This design comes from an exercise in tuning for small area and few clock cycles on the open sky130 flow, not from production work.
Function was checked by simulation only, so behaviour that the tests miss may differ from the original.
Power and IR drop assume default switching activity.

**design.v**
```verilog
`default_nettype none
package cpu_pkg;
  localparam int data_w = 16;
  localparam int reg_addr_w = 4;
  localparam logic [3:0] op_add = 4'b0000;
  localparam logic [3:0] op_sub = 4'b0001;
  localparam logic [3:0] op_xor = 4'b0010;
  localparam logic [3:0] op_sll = 4'b0100;
  localparam logic [3:0] op_sra = 4'b0101;
  localparam logic [3:0] op_ror = 4'b0110;
  localparam logic [3:0] op_lw  = 4'b1000;
  localparam logic [3:0] op_sw  = 4'b1001;
  localparam logic [3:0] op_llb = 4'b1010;
  localparam logic [3:0] op_lhb = 4'b1011;
  localparam logic [3:0] op_b   = 4'b1100;
  localparam logic [3:0] op_br  = 4'b1101;
  localparam logic [3:0] op_pcs = 4'b1110;
  localparam logic [3:0] op_hlt = 4'b1111;
  localparam logic [2:0] cond_ne = 3'd0;
  localparam logic [2:0] cond_eq = 3'd1;
  localparam logic [2:0] cond_gt = 3'd2;
  localparam logic [2:0] cond_lt = 3'd3;
  localparam logic [2:0] cond_ge = 3'd4;
  localparam logic [2:0] cond_le = 3'd5;
  localparam logic [2:0] cond_ov = 3'd6;
  localparam logic [2:0] cond_al = 3'd7;
  localparam logic [1:0] fwd_none   = 2'd0;
  localparam logic [1:0] fwd_ex_mem = 2'd1;
  localparam logic [1:0] fwd_mem_wb = 2'd2;
  localparam logic [data_w-1:0] nop_inst = 16'hA000;
endpackage
`default_nettype wire
`default_nettype none
module pipe_reg #(
  parameter int         W      = 32,
  parameter logic [W-1:0] BUBBLE = '0
) (
  input  logic         clk,
  input  logic         rst_n,
  input  logic         hold,
  input  logic         clear,
  input  logic [W-1:0] d,
  output logic [W-1:0] q
);
  always_ff @(posedge clk or negedge rst_n) begin
    if (!rst_n) begin
      q <= BUBBLE;
    end else if (clear) begin
      q <= BUBBLE;
    end else if (!hold) begin
      q <= d;
    end
  end
endmodule
`default_nettype wire
`default_nettype none
module fetch_stage (
  input  logic        clk,
  input  logic        rst_n,
  input  logic [15:0] inst,
  input  logic        stall,
  input  logic        br_taken,
  input  logic [15:0] br_target,
  output logic [15:0] pc,
  output logic [15:0] if_inst,
  output logic [15:0] if_pc_plus2
);
  logic [15:0] pc_plus2;
  logic        fetch_hlt;
  logic [15:0] pc_next;
  assign pc_plus2 = pc + 16'd2;
  assign fetch_hlt = (inst[15:12] == cpu_pkg::op_hlt);
  always_comb begin
    if (stall) begin
      pc_next = pc;
    end else if (br_taken) begin
      pc_next = br_target;
    end else if (fetch_hlt) begin
      pc_next = pc;
    end else begin
      pc_next = pc_plus2;
    end
  end
  always_ff @(posedge clk or negedge rst_n) begin
    if (!rst_n) begin
      pc <= '0;
    end else begin
      pc <= pc_next;
    end
  end
  assign if_inst = inst;
  assign if_pc_plus2 = pc_plus2;
endmodule
`default_nettype wire
`default_nettype none
module decode_stage (
  input  logic        clk,
  input  logic        rst_n,
  input  logic [15:0] if_inst,
  input  logic [15:0] if_pc_plus2,
  input  logic        wb_en,
  input  logic [3:0]  wb_rd,
  input  logic [15:0] wb_data,
  input  logic [2:0]  flags,       
  output logic [3:0]  id_op,
  output logic [15:0] id_rs_val,
  output logic [15:0] id_rt_val,
  output logic [15:0] id_imm,
  output logic [3:0]  id_shamt,
  output logic [3:0]  id_rs,
  output logic [3:0]  id_rt,
  output logic [3:0]  id_rd,
  output logic [15:0] id_pc_plus2,
  output logic        id_reg_write,
  output logic        id_mem_read,
  output logic        id_mem_write,
  output logic        id_halt,
  output logic [3:0]  rs,
  output logic [3:0]  rt,
  output logic        uses_rt,
  output logic        is_branch,
  output logic        is_br_reg,
  output logic        br_taken,
  output logic [15:0] br_target
);
  logic [15:0] regs [16];
  logic [3:0]  op;
  logic [2:0]  cond;
  logic [3:0]  rd;
  logic        uses_rs;
  logic        src2_hi;
  logic [15:0] rs_val;
  logic [15:0] rt_val;
  logic        cond_met;
  logic        fz;
  logic        fv;
  logic        fn;
  assign fz = flags[2];
  assign fv = flags[1];
  assign fn = flags[0];
  assign op = if_inst[15:12];
  assign cond = if_inst[11:9];
  assign rd = if_inst[11:8];
  assign src2_hi = (op == cpu_pkg::op_sw) || (op == cpu_pkg::op_llb) || (op == cpu_pkg::op_lhb);
  assign uses_rt = (op == cpu_pkg::op_add) || (op == cpu_pkg::op_sub) || (op == cpu_pkg::op_xor)
                   || src2_hi;
  assign uses_rs = !op[3] || (op == cpu_pkg::op_lw) || (op == cpu_pkg::op_sw)
                   || (op == cpu_pkg::op_br);
  assign rs = uses_rs ? if_inst[7:4] : '0;
  assign rt = src2_hi ? if_inst[11:8] : if_inst[3:0];
  always_ff @(posedge clk or negedge rst_n) begin
    if (!rst_n) begin
      for (int i = 0; i < 16; i++) begin
        regs[i] <= '0;
      end
    end else if (wb_en && wb_rd != '0) begin
      regs[wb_rd] <= wb_data;
    end
  end
  assign rs_val = (rs == '0) ? '0 : (wb_en && wb_rd == rs) ? wb_data : regs[rs];
  assign rt_val = (rt == '0) ? '0 : (wb_en && wb_rd == rt) ? wb_data : regs[rt];
  always_comb begin
    case (cond)
      cpu_pkg::cond_ne: cond_met = !fz;
      cpu_pkg::cond_eq: cond_met = fz;
      cpu_pkg::cond_gt: cond_met = !fz && !fn;
      cpu_pkg::cond_lt: cond_met = fn;
      cpu_pkg::cond_ge: cond_met = fz || !fn;
      cpu_pkg::cond_le: cond_met = fn || fz;
      cpu_pkg::cond_ov: cond_met = fv;
      default:          cond_met = 1'b1;
    endcase
  end
  assign is_branch = (op == cpu_pkg::op_b) || (op == cpu_pkg::op_br);
  assign is_br_reg = (op == cpu_pkg::op_br);
  assign br_taken = is_branch && cond_met;
  assign br_target = is_br_reg ? rs_val
                   : if_pc_plus2 + {{6{if_inst[8]}}, if_inst[8:0], 1'b0};
  always_comb begin
    id_op = op;
    id_rs_val = rs_val;
    id_rt_val = rt_val;
    id_shamt = if_inst[3:0];
    id_rs = rs;
    id_rt = rt;
    id_rd = rd;
    id_pc_plus2 = if_pc_plus2;
    id_reg_write = (!op[3] || op == cpu_pkg::op_lw || op == cpu_pkg::op_llb
                    || op == cpu_pkg::op_lhb || op == cpu_pkg::op_pcs) && (rd != '0);
    id_mem_read = (op == cpu_pkg::op_lw);
    id_mem_write = (op == cpu_pkg::op_sw);
    id_halt = (op == cpu_pkg::op_hlt);
    case (op)
      cpu_pkg::op_llb: id_imm = {8'h00, if_inst[7:0]};
      cpu_pkg::op_lhb: id_imm = {if_inst[7:0], 8'h00};
      default:         id_imm = {{11{if_inst[3]}}, if_inst[3:0], 1'b0};
    endcase
  end
endmodule
`default_nettype wire
`default_nettype none
module hazard_unit (
  input  logic       ex_mem_reg_write,
  input  logic       ex_mem_mem_read,
  input  logic [3:0] ex_mem_rd,
  input  logic [3:0] id_ex_op,
  input  logic [3:0] id_ex_rs,
  input  logic [3:0] id_ex_rt,
  input  logic [3:0] id_ex_rd,
  input  logic       id_ex_reg_write,
  input  logic       id_ex_mem_read,
  input  logic       id_ex_mem_write,
  input  logic [3:0] mem_wb_rd,
  input  logic       mem_wb_en,
  input  logic [3:0] rs,
  input  logic [3:0] rt,
  input  logic       uses_rt,
  input  logic       is_branch,
  input  logic       is_br_reg,
  input  logic       br_taken,
  output logic       stall,
  output logic       flush,
  output logic [1:0] fwd_a,
  output logic [1:0] fwd_b,
  output logic [1:0] fwd_store
);
  logic       load_use;
  logic       flag_wait;
  logic       reg_wait;
  logic [1:0] sel_rs;
  logic [1:0] sel_rt;
  always_comb begin
    if (id_ex_rs != '0 && ex_mem_reg_write && !ex_mem_mem_read && ex_mem_rd == id_ex_rs) begin
      sel_rs = cpu_pkg::fwd_ex_mem;
    end else if (id_ex_rs != '0 && mem_wb_en && mem_wb_rd == id_ex_rs) begin
      sel_rs = cpu_pkg::fwd_mem_wb;
    end else begin
      sel_rs = cpu_pkg::fwd_none;
    end
    if (id_ex_rt != '0 && ex_mem_reg_write && !ex_mem_mem_read && ex_mem_rd == id_ex_rt) begin
      sel_rt = cpu_pkg::fwd_ex_mem;
    end else if (id_ex_rt != '0 && mem_wb_en && mem_wb_rd == id_ex_rt) begin
      sel_rt = cpu_pkg::fwd_mem_wb;
    end else begin
      sel_rt = cpu_pkg::fwd_none;
    end
  end
  assign load_use = id_ex_mem_read && id_ex_rd != '0
                    && (id_ex_rd == rs || (uses_rt && id_ex_rd == rt));
  assign flag_wait = is_branch && !id_ex_op[3];
  assign reg_wait = is_br_reg && rs != '0
                    && ((id_ex_reg_write && id_ex_rd == rs)
                        || (ex_mem_reg_write && ex_mem_rd == rs));
  assign stall = load_use || flag_wait || reg_wait;
  assign flush = br_taken && !stall;
  assign fwd_a = sel_rs;
  assign fwd_b = id_ex_mem_write ? cpu_pkg::fwd_none : sel_rt;
  assign fwd_store = id_ex_mem_write ? sel_rt : cpu_pkg::fwd_none;
endmodule
`default_nettype wire
`default_nettype none
module alu (
  input  logic [3:0]  op,
  input  logic [15:0] a,
  input  logic [15:0] b,
  input  logic [3:0]  shamt,
  output logic [15:0] result,
  output logic [2:0]  flags_out,   
  output logic [2:0]  flags_wen
);
  logic [15:0] sum;
  logic [15:0] diff;
  logic        add_ovf;
  logic        sub_ovf;
  logic [31:0] rot;
  assign sum = a + b;
  assign diff = a - b;
  assign add_ovf = (a[15] == b[15]) && (sum[15] != a[15]);
  assign sub_ovf = (a[15] != b[15]) && (diff[15] != a[15]);
  assign rot = {a, a} >> shamt;
  always_comb begin
    case (op)
      cpu_pkg::op_add: result = add_ovf ? (a[15] ? 16'h8000 : 16'h7FFF) : sum;
      cpu_pkg::op_sub: result = sub_ovf ? (a[15] ? 16'h8000 : 16'h7FFF) : diff;
      cpu_pkg::op_xor: result = a ^ b;
      cpu_pkg::op_sll: result = a << shamt;
      cpu_pkg::op_sra: result = $signed(a) >>> shamt;
      cpu_pkg::op_ror: result = rot[15:0];
      cpu_pkg::op_lw, cpu_pkg::op_sw: result = {a[15:1], 1'b0} + b;
      default: result = sum;
    endcase
  end
  assign flags_out[2] = (result == '0);
  assign flags_out[1] = (op == cpu_pkg::op_sub) ? sub_ovf : add_ovf;
  assign flags_out[0] = result[15];
  always_comb begin
    case (op)
      cpu_pkg::op_add, cpu_pkg::op_sub: flags_wen = 3'b111;
      cpu_pkg::op_xor, cpu_pkg::op_sll, cpu_pkg::op_sra, cpu_pkg::op_ror: flags_wen = 3'b100;
      default: flags_wen = 3'b000;
    endcase
  end
endmodule
`default_nettype wire
`default_nettype none
module execute_stage (
  input  logic        clk,
  input  logic        rst_n,
  input  logic [3:0]  id_op,
  input  logic [15:0] id_rs_val,
  input  logic [15:0] id_rt_val,
  input  logic [15:0] id_imm,
  input  logic [3:0]  id_shamt,
  input  logic [3:0]  id_rd,
  input  logic [15:0] id_pc_plus2,
  input  logic        id_reg_write,
  input  logic        id_mem_read,
  input  logic        id_mem_write,
  input  logic        id_halt,
  input  logic [1:0]  fwd_a,
  input  logic [1:0]  fwd_b,
  input  logic [1:0]  fwd_store,
  input  logic [15:0] wb_data,
  output logic        ex_mem_valid,
  output logic        ex_mem_reg_write,
  output logic        ex_mem_mem_read,
  output logic        ex_mem_mem_write,
  output logic [3:0]  ex_mem_rd,
  output logic [15:0] ex_mem_alu_out,
  output logic [15:0] ex_mem_store_data,
  output logic        ex_mem_halt,
  output logic [2:0]  flags        
);
  logic [15:0] op_a;
  logic [15:0] op_b;
  logic [15:0] store_val;
  logic [15:0] alu_b;
  logic [15:0] alu_res;
  logic [15:0] merged;
  logic [15:0] ex_res;
  logic [2:0]  alu_flags;
  logic [2:0]  alu_wen;
  always_comb begin
    case (fwd_a)
      cpu_pkg::fwd_ex_mem: op_a = ex_mem_alu_out;
      cpu_pkg::fwd_mem_wb: op_a = wb_data;
      default:             op_a = id_rs_val;
    endcase
    case (fwd_b)
      cpu_pkg::fwd_ex_mem: op_b = ex_mem_alu_out;
      cpu_pkg::fwd_mem_wb: op_b = wb_data;
      default:             op_b = id_rt_val;
    endcase
    case (fwd_store)
      cpu_pkg::fwd_ex_mem: store_val = ex_mem_alu_out;
      cpu_pkg::fwd_mem_wb: store_val = wb_data;
      default:             store_val = id_rt_val;
    endcase
  end
  assign alu_b = id_mem_read || id_mem_write ? id_imm : op_b;
  alu u_alu (
    .op        (id_op),
    .a         (op_a),
    .b         (alu_b),
    .shamt     (id_shamt),
    .result    (alu_res),
    .flags_out (alu_flags),
    .flags_wen (alu_wen)
  );
  assign merged = (id_op == cpu_pkg::op_lhb) ? ((op_b & 16'h00FF) | id_imm)
                                             : ((op_b & 16'hFF00) | id_imm);
  always_comb begin
    case (id_op)
      cpu_pkg::op_pcs:                  ex_res = id_pc_plus2;
      cpu_pkg::op_llb, cpu_pkg::op_lhb: ex_res = merged;
      default:                          ex_res = alu_res;
    endcase
  end
  always_ff @(posedge clk or negedge rst_n) begin
    if (!rst_n) begin
      flags <= '0;
    end else begin
      flags <= (alu_flags & alu_wen) | (flags & ~alu_wen);
    end
  end
  always_ff @(posedge clk or negedge rst_n) begin
    if (!rst_n) begin
      ex_mem_valid <= 1'b0;
      ex_mem_reg_write <= 1'b0;
      ex_mem_mem_read <= 1'b0;
      ex_mem_mem_write <= 1'b0;
      ex_mem_halt <= 1'b0;
    end else begin
      ex_mem_valid <= id_reg_write || id_mem_read || id_mem_write || id_halt;
      ex_mem_reg_write <= id_reg_write;
      ex_mem_mem_read <= id_mem_read;
      ex_mem_mem_write <= id_mem_write;
      ex_mem_halt <= id_halt;
    end
  end
  always_ff @(posedge clk) begin
    ex_mem_rd <= id_rd;
    ex_mem_alu_out <= ex_res;
    ex_mem_store_data <= store_val;
  end
endmodule
`default_nettype wire
`default_nettype none
module mem_wb_stage (
  input  logic        clk,
  input  logic        rst_n,
  input  logic        ex_mem_valid,
  input  logic        ex_mem_reg_write,
  input  logic        ex_mem_mem_read,
  input  logic        ex_mem_mem_write,
  input  logic [3:0]  ex_mem_rd,
  input  logic [15:0] ex_mem_alu_out,
  input  logic [15:0] ex_mem_store_data,
  input  logic        ex_mem_halt,
  output logic [15:0] dmem_addr,
  output logic [15:0] dmem_wdata,
  output logic        dmem_rd,
  output logic        dmem_wr,
  input  logic [15:0] dmem_rdata,
  output logic        wb_en,
  output logic [3:0]  wb_rd,
  output logic [15:0] wb_data,
  output logic        hlt
);
  logic        mem_wb_reg_write;
  logic        mem_wb_mem_to_reg;
  logic [3:0]  mem_wb_rd;
  logic [15:0] mem_wb_alu;
  logic [15:0] mem_wb_load_data;
  logic        mem_wb_halt;
  assign dmem_addr = ex_mem_alu_out;
  assign dmem_wdata = ex_mem_store_data;
  assign dmem_rd = ex_mem_valid && ex_mem_mem_read;
  assign dmem_wr = ex_mem_valid && ex_mem_mem_write;
  always_ff @(posedge clk or negedge rst_n) begin
    if (!rst_n) begin
      mem_wb_reg_write <= 1'b0;
      mem_wb_mem_to_reg <= 1'b0;
      mem_wb_rd <= '0;
      mem_wb_alu <= '0;
      mem_wb_load_data <= '0;
      mem_wb_halt <= 1'b0;
    end else begin
      mem_wb_reg_write <= ex_mem_reg_write;
      mem_wb_mem_to_reg <= ex_mem_mem_read;
      mem_wb_rd <= ex_mem_rd;
      mem_wb_alu <= ex_mem_alu_out;
      mem_wb_load_data <= dmem_rdata;
      mem_wb_halt <= mem_wb_halt || ex_mem_halt;
    end
  end
  assign wb_en = mem_wb_reg_write;
  assign wb_rd = mem_wb_rd;
  assign wb_data = mem_wb_mem_to_reg ? mem_wb_load_data : mem_wb_alu;
  assign hlt = mem_wb_halt;
endmodule
`default_nettype wire
`default_nettype none
module cpu_top (
  input  logic        clk,
  input  logic        rst_n,
  output logic [15:0] inst_addr,
  input  logic [15:0] inst,
  output logic [15:0] dmem_addr,
  output logic [15:0] dmem_wdata,
  output logic        dmem_rd,
  output logic        dmem_wr,
  input  logic [15:0] dmem_rdata,
  output logic [15:0] pc,
  output logic        hlt
);
  localparam int IdExW = 4 + 16 + 16 + 16 + 4 + 4 + 4 + 4 + 16 + 4;
  logic [15:0]      if_inst_d;
  logic [15:0]      if_pc_plus2_d;
  logic [31:0]      if_id_d;
  logic [31:0]      if_id_q;
  logic [IdExW-1:0] id_ex_d;
  logic [IdExW-1:0] id_ex_q;
  logic [3:0]  d_op;
  logic [15:0] d_rs_val;
  logic [15:0] d_rt_val;
  logic [15:0] d_imm;
  logic [3:0]  d_shamt;
  logic [3:0]  d_rs;
  logic [3:0]  d_rt;
  logic [3:0]  d_rd;
  logic [15:0] d_pc_plus2;
  logic        d_reg_write;
  logic        d_mem_read;
  logic        d_mem_write;
  logic        d_halt;
  logic [3:0]  x_op;
  logic [15:0] x_rs_val;
  logic [15:0] x_rt_val;
  logic [15:0] x_imm;
  logic [3:0]  x_shamt;
  logic [3:0]  x_rs;
  logic [3:0]  x_rt;
  logic [3:0]  x_rd;
  logic [15:0] x_pc_plus2;
  logic        x_reg_write;
  logic        x_mem_read;
  logic        x_mem_write;
  logic        x_halt;
  logic        stall;
  logic        flush;
  logic        br_taken;
  logic [15:0] br_target;
  logic [3:0]  rs;
  logic [3:0]  rt;
  logic        uses_rt;
  logic        is_branch;
  logic        is_br_reg;
  logic        wb_en;
  logic [3:0]  wb_rd;
  logic [15:0] wb_data;
  logic [2:0]  flags;
  logic [1:0]  fwd_a;
  logic [1:0]  fwd_b;
  logic [1:0]  fwd_store;
  logic        ex_mem_valid;
  logic        ex_mem_reg_write;
  logic        ex_mem_mem_read;
  logic        ex_mem_mem_write;
  logic [3:0]  ex_mem_rd;
  logic [15:0] ex_mem_alu_out;
  logic [15:0] ex_mem_store_data;
  logic        ex_mem_halt;
  assign inst_addr = pc;
  fetch_stage u_fetch (
    .clk(clk), .rst_n(rst_n), .inst(inst), .stall(stall), .br_taken(br_taken),
    .br_target(br_target), .pc(pc), .if_inst(if_inst_d), .if_pc_plus2(if_pc_plus2_d)
  );
  assign if_id_d = {if_inst_d, if_pc_plus2_d};
  pipe_reg #(.W(32), .BUBBLE({cpu_pkg::nop_inst, 16'h0000})) u_if_id (
    .clk(clk), .rst_n(rst_n), .hold(stall), .clear(flush),
    .d(if_id_d), .q(if_id_q)
  );
  decode_stage u_decode (
    .clk(clk), .rst_n(rst_n), .if_inst(if_id_q[31:16]), .if_pc_plus2(if_id_q[15:0]),
    .wb_en(wb_en), .wb_rd(wb_rd), .wb_data(wb_data), .flags(flags),
    .id_op(d_op), .id_rs_val(d_rs_val), .id_rt_val(d_rt_val), .id_imm(d_imm),
    .id_shamt(d_shamt), .id_rs(d_rs), .id_rt(d_rt), .id_rd(d_rd),
    .id_pc_plus2(d_pc_plus2), .id_reg_write(d_reg_write), .id_mem_read(d_mem_read),
    .id_mem_write(d_mem_write), .id_halt(d_halt),
    .rs(rs), .rt(rt), .uses_rt(uses_rt), .is_branch(is_branch), .is_br_reg(is_br_reg),
    .br_taken(br_taken), .br_target(br_target)
  );
  assign id_ex_d = {d_op, d_rs_val, d_rt_val, d_imm, d_shamt, d_rs, d_rt, d_rd, d_pc_plus2,
                    d_reg_write, d_mem_read, d_mem_write, d_halt};
  assign {x_op, x_rs_val, x_rt_val, x_imm, x_shamt, x_rs, x_rt, x_rd, x_pc_plus2,
          x_reg_write, x_mem_read, x_mem_write, x_halt} = id_ex_q;
  pipe_reg #(.W(IdExW), .BUBBLE({cpu_pkg::op_llb, {(IdExW-4){1'b0}}})) u_id_ex (
    .clk(clk), .rst_n(rst_n), .hold(1'b0), .clear(stall),
    .d(id_ex_d), .q(id_ex_q)
  );
  hazard_unit u_hazard (
    .ex_mem_reg_write(ex_mem_reg_write), .ex_mem_mem_read(ex_mem_mem_read),
    .ex_mem_rd(ex_mem_rd), .id_ex_op(x_op), .id_ex_rs(x_rs), .id_ex_rt(x_rt),
    .id_ex_rd(x_rd), .id_ex_reg_write(x_reg_write), .id_ex_mem_read(x_mem_read),
    .id_ex_mem_write(x_mem_write), .mem_wb_rd(wb_rd), .mem_wb_en(wb_en),
    .rs(rs), .rt(rt), .uses_rt(uses_rt), .is_branch(is_branch), .is_br_reg(is_br_reg),
    .br_taken(br_taken), .stall(stall), .flush(flush), .fwd_a(fwd_a), .fwd_b(fwd_b),
    .fwd_store(fwd_store)
  );
  execute_stage u_execute (
    .clk(clk), .rst_n(rst_n), .id_op(x_op), .id_rs_val(x_rs_val), .id_rt_val(x_rt_val),
    .id_imm(x_imm), .id_shamt(x_shamt), .id_rd(x_rd), .id_pc_plus2(x_pc_plus2),
    .id_reg_write(x_reg_write), .id_mem_read(x_mem_read), .id_mem_write(x_mem_write),
    .id_halt(x_halt), .fwd_a(fwd_a), .fwd_b(fwd_b), .fwd_store(fwd_store),
    .wb_data(wb_data), .ex_mem_valid(ex_mem_valid), .ex_mem_reg_write(ex_mem_reg_write),
    .ex_mem_mem_read(ex_mem_mem_read), .ex_mem_mem_write(ex_mem_mem_write),
    .ex_mem_rd(ex_mem_rd), .ex_mem_alu_out(ex_mem_alu_out),
    .ex_mem_store_data(ex_mem_store_data), .ex_mem_halt(ex_mem_halt), .flags(flags)
  );
  mem_wb_stage u_mem_wb (
    .clk(clk), .rst_n(rst_n), .ex_mem_valid(ex_mem_valid),
    .ex_mem_reg_write(ex_mem_reg_write), .ex_mem_mem_read(ex_mem_mem_read),
    .ex_mem_mem_write(ex_mem_mem_write), .ex_mem_rd(ex_mem_rd),
    .ex_mem_alu_out(ex_mem_alu_out), .ex_mem_store_data(ex_mem_store_data),
    .ex_mem_halt(ex_mem_halt), .dmem_addr(dmem_addr), .dmem_wdata(dmem_wdata),
    .dmem_rd(dmem_rd), .dmem_wr(dmem_wr), .dmem_rdata(dmem_rdata), .wb_en(wb_en),
    .wb_rd(wb_rd), .wb_data(wb_data), .hlt(hlt)
  );
endmodule
`default_nettype wire
```
**run.sh**
```bash
#!/bin/bash
# synth_recipe.tcl (not shown) runs the flow's synth.tcl, then flattens the netlist and writes it again
# the make line also repeats each setting of config.mk as NAME=value (left out here)
make -C /OpenROAD-flow-scripts/flow DESIGN_CONFIG=/design/flow/config.mk WORK_HOME=/design/flow/orfs CLKGATE_MAP_FILE= SYNTH_SCRIPT=/design/flow/synth_recipe.tcl finish
```
**config.mk**
```make
export PLATFORM = sky130hd
export DESIGN_NAME = cpu_top
export DESIGN_NICKNAME = cpu_top
export VERILOG_FILES = /design/flow/design.v
export SDC_FILE = /design/flow/constraint.sdc
export NUM_CORES = 4
export LEC_CHECK = 0
export CAP_MARGIN = 20
export CORE_MARGIN = 2
export CORE_UTILIZATION = 40
export SLEW_MARGIN = 20
```
**constraint.sdc**
```tcl
create_clock -name core_clock -period 10.0 [get_ports {clk}]
set_input_delay 2.0000 -clock core_clock [delete_from_list [all_inputs] [get_ports {clk}]]
set_output_delay 2.0000 -clock core_clock [all_outputs]
set_load 0.01 [all_outputs]
```
==> flow_metrics.py <==
metrics = {
    "sta": {
        "fin_worst_skew_ns": 0.07014,
        "rsz0062_at_grt": "false",
        "setup_tns_ns": 0,
        "min_period_over_period": 0.8600,
        "max_freq_ghz": 0.1163,
        "period_minus_slack_ns": 8.600,
        "timing.final.setup_violations": 0,
        "timing.final.hold_violations": 0,
        "timing.hold.ws_ns": 0.4362,
        "timing.max_slew.rel_slack": 0.1378,
        "worstMarginPinSlew_ns": 1.292,
        "maxSlewViolCount": 0,
    },
    "min_path": {
        "hold_path_class": "reg2reg",
        "min_path_cells": 1,
    },
    "cts": {
        "clock_insertion_delay_worst_skew_ns": 0.65,
        "post_cts_buffers": 0,
        "clockRootBuffer": "sky130_fd_sc_hd__clkbuf_16",
        "cts_htree_levels": 2,
        "postCtsResizedCells": 0,
        "clock_sink_count": 459,
        "number_of_buffers_on_the_longest_clock_path": 3,
        "hold_buffers": 0,
        "number_of_buffers_inserted_during_clock_tree_synthesis": 51,
        "tritoncts": "built",
        "clkSlewWorstSetupHoldPaths_ns": 0.06,
    },
    "synth": {
        "mapped_avg_cell_area_sq_um": 8.587,
        "number_of_enable_type_register_cells_in_the_synthesized_netlist": 0,
        "yosys_most_used_dff": "sky130_fd_sc_hd__dfrtp_1",
        "synth_area_leader_cell": "sky130_fd_sc_hd__dfrtp_1",
        "netlist_area_sq_um": 27000,
        "yosys_register_bits": 459,
        "ys_async_sr_fraction": 0.9216,
        "synthCells": 3145,
        "netlist.area_leader.share": 0.3883,
        "synth_warnings": 9,
        "syn-num-nets": 3229,
        "synth.distinct_cells": 89,
        "post_synth_main_area_contributors": "sky130_fd_sc_hd__dfrtp_1 (39%), sky130_fd_sc_hd__nor2_1 (6.0%), sky130_fd_sc_hd__a21oi_1 (5.9%), sky130_fd_sc_hd__nand2_1 (4.1%), sky130_fd_sc_hd__o21ai_0 (4.0%)",
        "seq_area_frac_synth": 0.4188,
    },
    "placed_design": {
        "placedCellCount": 3953,
        "place_hpwl_microns": 85130,
        "routability_driven_placement_congestion_ratio": 1.025,
        "port_buffers": 100,
    },
    "global_routing": {
        "global_route.usage.total": 0.3422,
        "grt_start_max_net_pins": 169,
        "grt_pass1_vias": 25420,
        "number_of_antenna_violations_at_the_first_check_in_global_routing": 4,
        "globalRouteOverflowTotal": 0,
        "grt_pass1_wl_microns": 177000,
    },
    "final_layout": {
        "reg.largest.list": "u_decode.regs (240), u_id_ex.q (88), u_if_id.q (32)",
        "max_flop_register": "u_decode.regs",
        "top_library_cells_by_usage_in_the_layout_fill_and_taps_aside": "sky130_fd_sc_hd__dfrtp_1 (418), sky130_fd_sc_hd__nor2_1 (406), sky130_fd_sc_hd__a21oi_1 (319)",
        "largest_register_ffs": 240,
        "layout.cells.most_common": "sky130_fd_sc_hd__dfrtp_1",
        "final_non_filler_cell_total": 4050,
        "final_net_count": 3217,
        "synthToLayoutAreaGrowth_pct": 13.95,
        "share_of_cells_above_drive_strength_1": 0.1027,
    },
    "routing": {
        "totalWireLength_microns": 121300,
        "routedWlPerCell_microns": 29.95,
        "drt_first_pass_iters": 8,
        "detailroute.via_count": 26550,
        "route.antenna.remaining_nets": 0,
        "detail_route.drc_violations": 0,
        "via_per_inst": 6.555,
        "drtIter0Drc": 3997,
    },
    "die": {
        "floorplan.die.width_microns": 263.8,
        "top_level_ports": 101,
        "start_util": 0.4028,
        "floorplan.die.height_microns": 263.8,
        "row_count": 95,
        "coreArea_sq_um": 67040,
        "die_area_sq_um": 69610,
    },
    "power_and_ir_drop": {
        "power.density_cell_area_nw_per_um2": 428.0,
        "cellLeakagePower_nw": 12.58,
        "power.sequential.fraction": 0.277,
        "clockPowerShare": 0.148,
        "max-vdd-ir-drop_mv": 0.1548,
        "netSwitchingPower_mw": 6.709,
        "comb_power_share": 0.575,
        "internal_power_mw": 6.462,
        "netSwitchingFraction": 0.5094,
    },
    "setup_path": {
        "critical-path-max-stage-delay_ns": 0.82,
        "criticalPathCategory": "reg2reg",
        "path_max_fanout": 24,
        "cp_slowest_cell": "sky130_fd_sc_hd__nor4_4",
        "worstPathRequired_ns": 10.48,
        "critical_path.endpoint_type": "register",
        "rr_worst_depth": 25,
        "cp-start-kind": "register",
        "cp.arrival_ns": 9.08,
    },
    "status": {
        "outcome": "finished clean",
    },
    "job": {
        "max_cap_violations": 0,
    },
}
-- final timing paths --
kind                                         to  slack [ns]                    from
max in group asynchronous         u_if_id.q[13]        7.14                   rst_n
setup / recovery                       register        1.40  u_execute.ex_mem_rd[3]
hold reg to reg            u_mem_wb.mem_wb_halt        0.44   u_execute.ex_mem_halt
setup reg to reg                       register        1.40  u_execute.ex_mem_rd[3]
min in group asynchronous  u_decode.regs[7][11]        1.38                   rst_n
hold / removal             u_mem_wb.mem_wb_halt        0.44   u_execute.ex_mem_halt
-- cell families after synthesis --
group,after synthesis,synth area share
AOI/OAI and AO/OA,1053,0.2539
DFF,459,0.4188
buffers and inverters,348,0.05231
xor gates and xnor gates,80,0.02595
and+or+nand+nor,1042,0.1714
muxes,113,0.05300
adders and majority gates,50,0.02456
-- power by group through the flow --
stage                     Combinational, mW  Clock [mW]  Sequential [mW]
after global routing                   8.02        2.05             3.72
after floorplan                        4.68           0             3.23
after CTS                              7.35        1.97             3.60
after global placement                 7.34           0             3.60
after detailed placement               7.32           0             3.62
final                                  7.57        1.95             3.65
-- critical path, delay by kind of cell, from the launching register on --
family                   cells  cell delay (ns)
XOR/XNOR                     1             0.16
adder cells (fa/ha/maj)      2             0.79
multiplexers                 1             0.22
AND/OR/NAND/NOR              5             2.17
AO/OA/AOI/OAI               15             4.35
buffers and inverters        1             0.26
flip-flops                   1             0.51
-- area by class of cell --
cell class                 count  area (sq um)
sequential                   459         11310
multi-input combinational   2338         14540
antenna                        2         5.005
tap                          873          1092
clock buffer                  73          1439
fill                        6528         36270
inverter                      82         307.8
clock inverter                22         292.8
timing repair buffer         201          1787
-- cell usage after synthesis, types with 27 or more instances --
cell type and count:
sky130_fd_sc_hd__a221oi_1 54, sky130_fd_sc_hd__o22ai_1 40, sky130_fd_sc_hd__ha_1 45, sky130_fd_sc_hd__mux2i_1 62, sky130_fd_sc_hd__dfrtp_1 419, sky130_fd_sc_hd__dfxtp_1 36
sky130_fd_sc_hd__nor3_1 38, sky130_fd_sc_hd__xor2_1 27, sky130_fd_sc_hd__clkbuf_1 225, sky130_fd_sc_hd__nand4_1 40, sky130_fd_sc_hd__nor2_1 430, sky130_fd_sc_hd__a21oi_1 319
sky130_fd_sc_hd__inv_1 73, sky130_fd_sc_hd__and3_1 30, sky130_fd_sc_hd__xnor2_1 53, sky130_fd_sc_hd__o21ai_0 216, sky130_fd_sc_hd__and2_1 32, sky130_fd_sc_hd__nand3_1 72
sky130_fd_sc_hd__mux2_2 30, sky130_fd_sc_hd__a22oi_1 128, sky130_fd_sc_hd__nand2_1 298
-- metrics by stage --
stage | utilization | power, mW | setup WS, ns | area, sq um
after CTS | 0.4588 | 12.92 | 1.594 | 30760
final | 0.4590 | 13.17 | 1.400 | 30770
after global placement | 0.4328 | 10.94 | 1.889 | 29010
after floorplan | - | 7.911 | 3.444 | 27000
after global routing | 0.4589 | 13.78 | 0.8228 | 30770
after detailed placement | 0.4329 | 10.94 | 1.720 | 29020
-- routing by layer --
metal | vias up | routed length, microns | GRT usage
li1 | 11440 | - | -
met1 | 13030 | 51720 | 0.4882
met2 | 1727 | 50570 | 0.4929
met3 | 351 | 13970 | 0.09284
met4 | 4 | 5021 | 0.1302
met5 | - | 26 | 0
Testbench counts, summed over its fixed seeds: cycles 31,751.

separate check: timing with driven ports:
How much do the figures lean on ideal ports? The routed layout below was timed once more, with nothing changed but the port constraints. Step 1: set_driving_cell puts a clkbuf_16 on clk and a buf_2 on each other input, an assumption about the parent block. Step 2 moves the port delays by t, midway between the first and last clock arrival at a register: inputs arrive t later, outputs are due t later. That takes back most of the time a late clock gives input paths. Slacks: ideal ports / drivers / drivers and shift; pairs: ideal ports / drivers.
t (ns): 0.677
slack for setup (ns): 1.400 / 1.400 / 1.400
worst data-port slew with drivers (ns): 0.05
After both steps setup and hold are still met in this run. For this run, drivers alone change the setup slack by 0.000 ns; drivers and shift together by 0.000 ns.
